This design comes from an exercise in tuning for a short achievable clock period and few clock cycles per item on the open sky130 flow, not from production work. Function was checked by simulation only, so behaviour that the tests miss may differ from the original. No activity file was given, so power comes from the tool's default toggle rates.

## JK
## cabac_binary_arithmetic_encoder_core
module cabac_binary_arithmetic_encoder_core (
	input  wire         clk,
	input  wire         arst_n,
	input  wire         s_tvalid,
	output wire         s_tready,
	input  wire  [23:0] s_tdata,    
	input  wire  [2:0]  s_tuser,    
	output wire         m_tvalid,
	input  wire         m_tready,
	output wire  [31:0] m_tdata,    
	output wire  [0:0]  m_tuser,    
	output wire         m_tlast,
	input  wire         cfg_valid,
	output wire         cfg_ready,
	input  wire  [5:0]  cfg_data
);
For scale: about 7500 cells after synthesis, roughly 3200 flip-flops, about 75 I/O pins, ~130000 um2 of cells after synthesis.
Settings: LEC_CHECK=0, ABC_CLOCK_PERIOD_IN_PS=10000, CAP_MARGIN=20, CORE_MARGIN=2, CORE_UTILIZATION=65, SLEW_MARGIN=20; clock period 20.0 ns.
standard.sh (not shown) runs the stock make flow with config.mk's settings and CLKGATE_MAP_FILE= SYNTH_SCRIPT=/design/flow/synth_recipe.tcl, a recipe that flattens the netlist after the stock synthesis.
==> flow/flow/run.sh <==
#!/bin/bash
# The standard layout (the standard.sh: ORFS synthesis to final layout,
# the design's SDC and clock period unchanged), with three changes to how the
# layout is optimized:
#  - port buffers are buf_4 cells (repair may resize them) instead of the
#    smallest buffer buffer_ports would pick;
#  - the ORFS repair_timing steps aim for 15 ns of setup slack on the 20 ns
#    clock, so they size and buffer the design's real critical paths;
#  - CTS clusters up to 25 sinks within 100 um per leaf buffer.
set -euo pipefail
export BUFFER_PORTS_ARGS="-buffer_cell sky130_fd_sc_hd__buf_4"
export SETUP_SLACK_MARGIN=15
export SKIP_GATE_CLONING=1
export CTS_ARGS="-sink_clustering_enable -repair_clock_nets -sink_clustering_size 25 -sink_clustering_max_diameter 100"
bash standard.sh > standard.log 2>&1
JK was carried through to the last stage, and its layout satisfied the timing, design-rule and antenna checks.
Testbench counts of JK, summed over its fixed seeds: cycles 24,948, items 24,844.
Here is what was changed in the inputs of MS compared with JK.
--- a/flow/design.v
+++ b/flow/design.v
@@ -346,23 +346,27 @@
 	wire coded0 = (cmd0 == CMD_REG) || (cmd0 == CMD_TERM) || (cmd0 == CMD_FLUSH);
 	reg  [6:0]  ctx_mem [0:255];
 	reg         v1;
 	reg  [2:0]  cmd1;
 	reg  [7:0]  idx1;
 	reg         bin1;
 	reg  [6:0]  bk1 [0:15];
-	reg  [7:0]  iv1;
+	reg  [13:0] s16_1;
 	integer b;
 	always @(posedge clk) begin
 		cmd1 <= cmd0;
 		idx1 <= idx0;
 		bin1 <= bin0;
 		for (b = 0; b < 16; b = b + 1)
 			bk1[b] <= ctx_mem[{4'(b), idx0[3:0]}];
-		iv1  <= iv0;
+		s16_1 <= (iv0[4] ? {5'd0, q5_q}       : 14'd0)
+		       + (iv0[5] ? {4'd0, q5_q, 1'b0} : 14'd0)
+		       + (iv0[6] ? {3'd0, q5_q, 2'b0} : 14'd0)
+		       + (iv0[7] ? {2'd0, q5_q, 3'b0} : 14'd0)
+		       + {3'd0, iv0[3:0], 7'd0} + cn_q;
 	end
 	function automatic [6:0] state_from(input [13:0] s16);
 		reg signed [13:0] s;
 		reg        [6:0]  sc;
 		s = $signed(s16) >>> 4;
 		if (s < 14'sd1) sc = 7'd1;
 		else if (s > 14'sd126) sc = 7'd126;
@@ -372,16 +376,15 @@
 	endfunction
 	wire [6:0] rd1 = bk1[idx1[7:4]];
 	reg         v2;
 	reg  [2:0]  cmd2;
 	reg  [7:0]  idx2;
 	reg         bin2;
 	reg  [6:0]  ms2;
-	reg  [13:0] s16_2;
-	wire [6:0]  ds2 = state_from(s16_2);
+	reg  [6:0]  ds2;
 	reg         wv_q;
 	reg  [7:0]  widx_q;
 	reg  [6:0]  wd_q;
 	reg         lv_q;
 	reg  [7:0]  lidx_q;
 	reg  [6:0]  ld_q;
 	wire [5:0] st2   = ms2[6:1];
@@ -396,19 +399,15 @@
 		if (cmd2 == CMD_INIT) wd2 = ds2;
 		else                  wd2 = {nst2, (lpsp2 && st2 == 6'd0) ? ~mps2 : mps2};
 	end
 	always @(posedge clk) begin
 		cmd2 <= cmd1;
 		idx2 <= idx1;
 		bin2 <= bin1;
-		s16_2 <= (iv1[4] ? {5'd0, q5_q}       : 14'd0)
-		       + (iv1[5] ? {4'd0, q5_q, 1'b0} : 14'd0)
-		       + (iv1[6] ? {3'd0, q5_q, 2'b0} : 14'd0)
-		       + (iv1[7] ? {2'd0, q5_q, 3'b0} : 14'd0)
-		       + {3'd0, iv1[3:0], 7'd0} + cn_q;
+		ds2  <= state_from(s16_1);
 		if (we2 && idx2 == idx1)         ms2 <= wd2;
 		else if (wv_q && widx_q == idx1) ms2 <= wd_q;
 		else if (lv_q && lidx_q == idx1) ms2 <= ld_q;
 		else                             ms2 <= rd1;
 		widx_q <= idx2;
 		wd_q   <= wd2;
 		lidx_q <= widx_q;
@@ -504,26 +503,23 @@
 			bl_n  = BL_RST;
 		end
 	end
 	reg         v5;
 	reg  [2:0]  cmd5;
 	reg         ext5;
 	reg  [31:0] low5;     
-	reg  [31:0] elow5;    
-	reg  [4:0]  ebl5;     
+	reg  [31:0] lead5;
 	reg  [4:0]  bl5;      
 	always @(posedge clk) begin
 		cmd5  <= cmd4;
 		ext5  <= ext4;
-		elow5 <= e_low4;
-		ebl5  <= e_bl4;
+		lead5 <= e_low4 >> (5'd13 + e_bl4);
 		low5  <= ext4 ? (e_low4 & (32'hffffffff >> (5'd19 - e_bl4))) : e_low4;
 		bl5   <= ext4 ? (e_bl4 - 5'd8) : e_bl4;
 	end
-	wire [31:0] lead5  = elow5 >> (5'd13 + ebl5);
 	wire        isff5  = (lead5 == 32'h000000ff);
 	wire [4:0]  fsh5   = 5'd21 + bl5;
 	wire [5:0]  flen5  = 6'd13 + {bl5[4], bl5};
 	wire        cf5    = (low5 >> fsh5) != 32'd0;
 	wire [31:0] lowf5  = cf5 ? (low5 - (32'd1 << fsh5)) : low5;
 	wire [3:0]  len5   = (flen5[5] || flen5 == 6'd0) ? 4'd1 :
 	                     (flen5 > 6'd12) ? 4'd12 : flen5[3:0];
Notes after the runs:
In MS, the net switching share of the total power came out 2.3 points above the value in JK.
Between MS and JK, multiplexer area fraction after synthesis is lower for MS, JK comes in above that.
Delta (MS minus JK): wire length of the first global-routing pass saw an increase, highest cell delay on the worst timing path saw a decrease, via count of the first global-routing pass saw an increase.
Testbench counts of MS, summed over its fixed seeds: cycles 24,948, items 24,844.

-- separate check: timing with driven ports --
In the flow no input, the clock included, has a driving cell. The finished layouts below were timed again as built, in two steps. Step 1 sets driving cells, clkbuf_16 on the clock port and buf_2 on the other inputs (assumed; they add their load-dependent delay and slew). Step 2 times the ports against the registers' clock, not the clock port: input delays grow and output delays shrink by t, the midpoint of the rising clock arrivals with the driver on. a / b / c = no drivers / after step 1 / after step 2; a / b = the first two.
| run | t (ns) | setup slack, ns | slew at the worst register clock pin (ns) | worst data-port slew with drivers (ns) | pins driven straight from the clock port |
|---|---|---|---|---|---|
| JK | 0.928 | 14.552 / 14.461 / 14.325 | 0.10 / 0.10 | 0.04 | 1 |
| MS | 0.920 | 14.591 / 14.500 / 14.322 | 0.10 / 0.10 | 0.06 | 1 |
After both steps every run listed still meets setup and hold. For MS, which loses most, drivers alone change the setup slack by -0.091 ns; drivers and shift together by -0.269 ns.
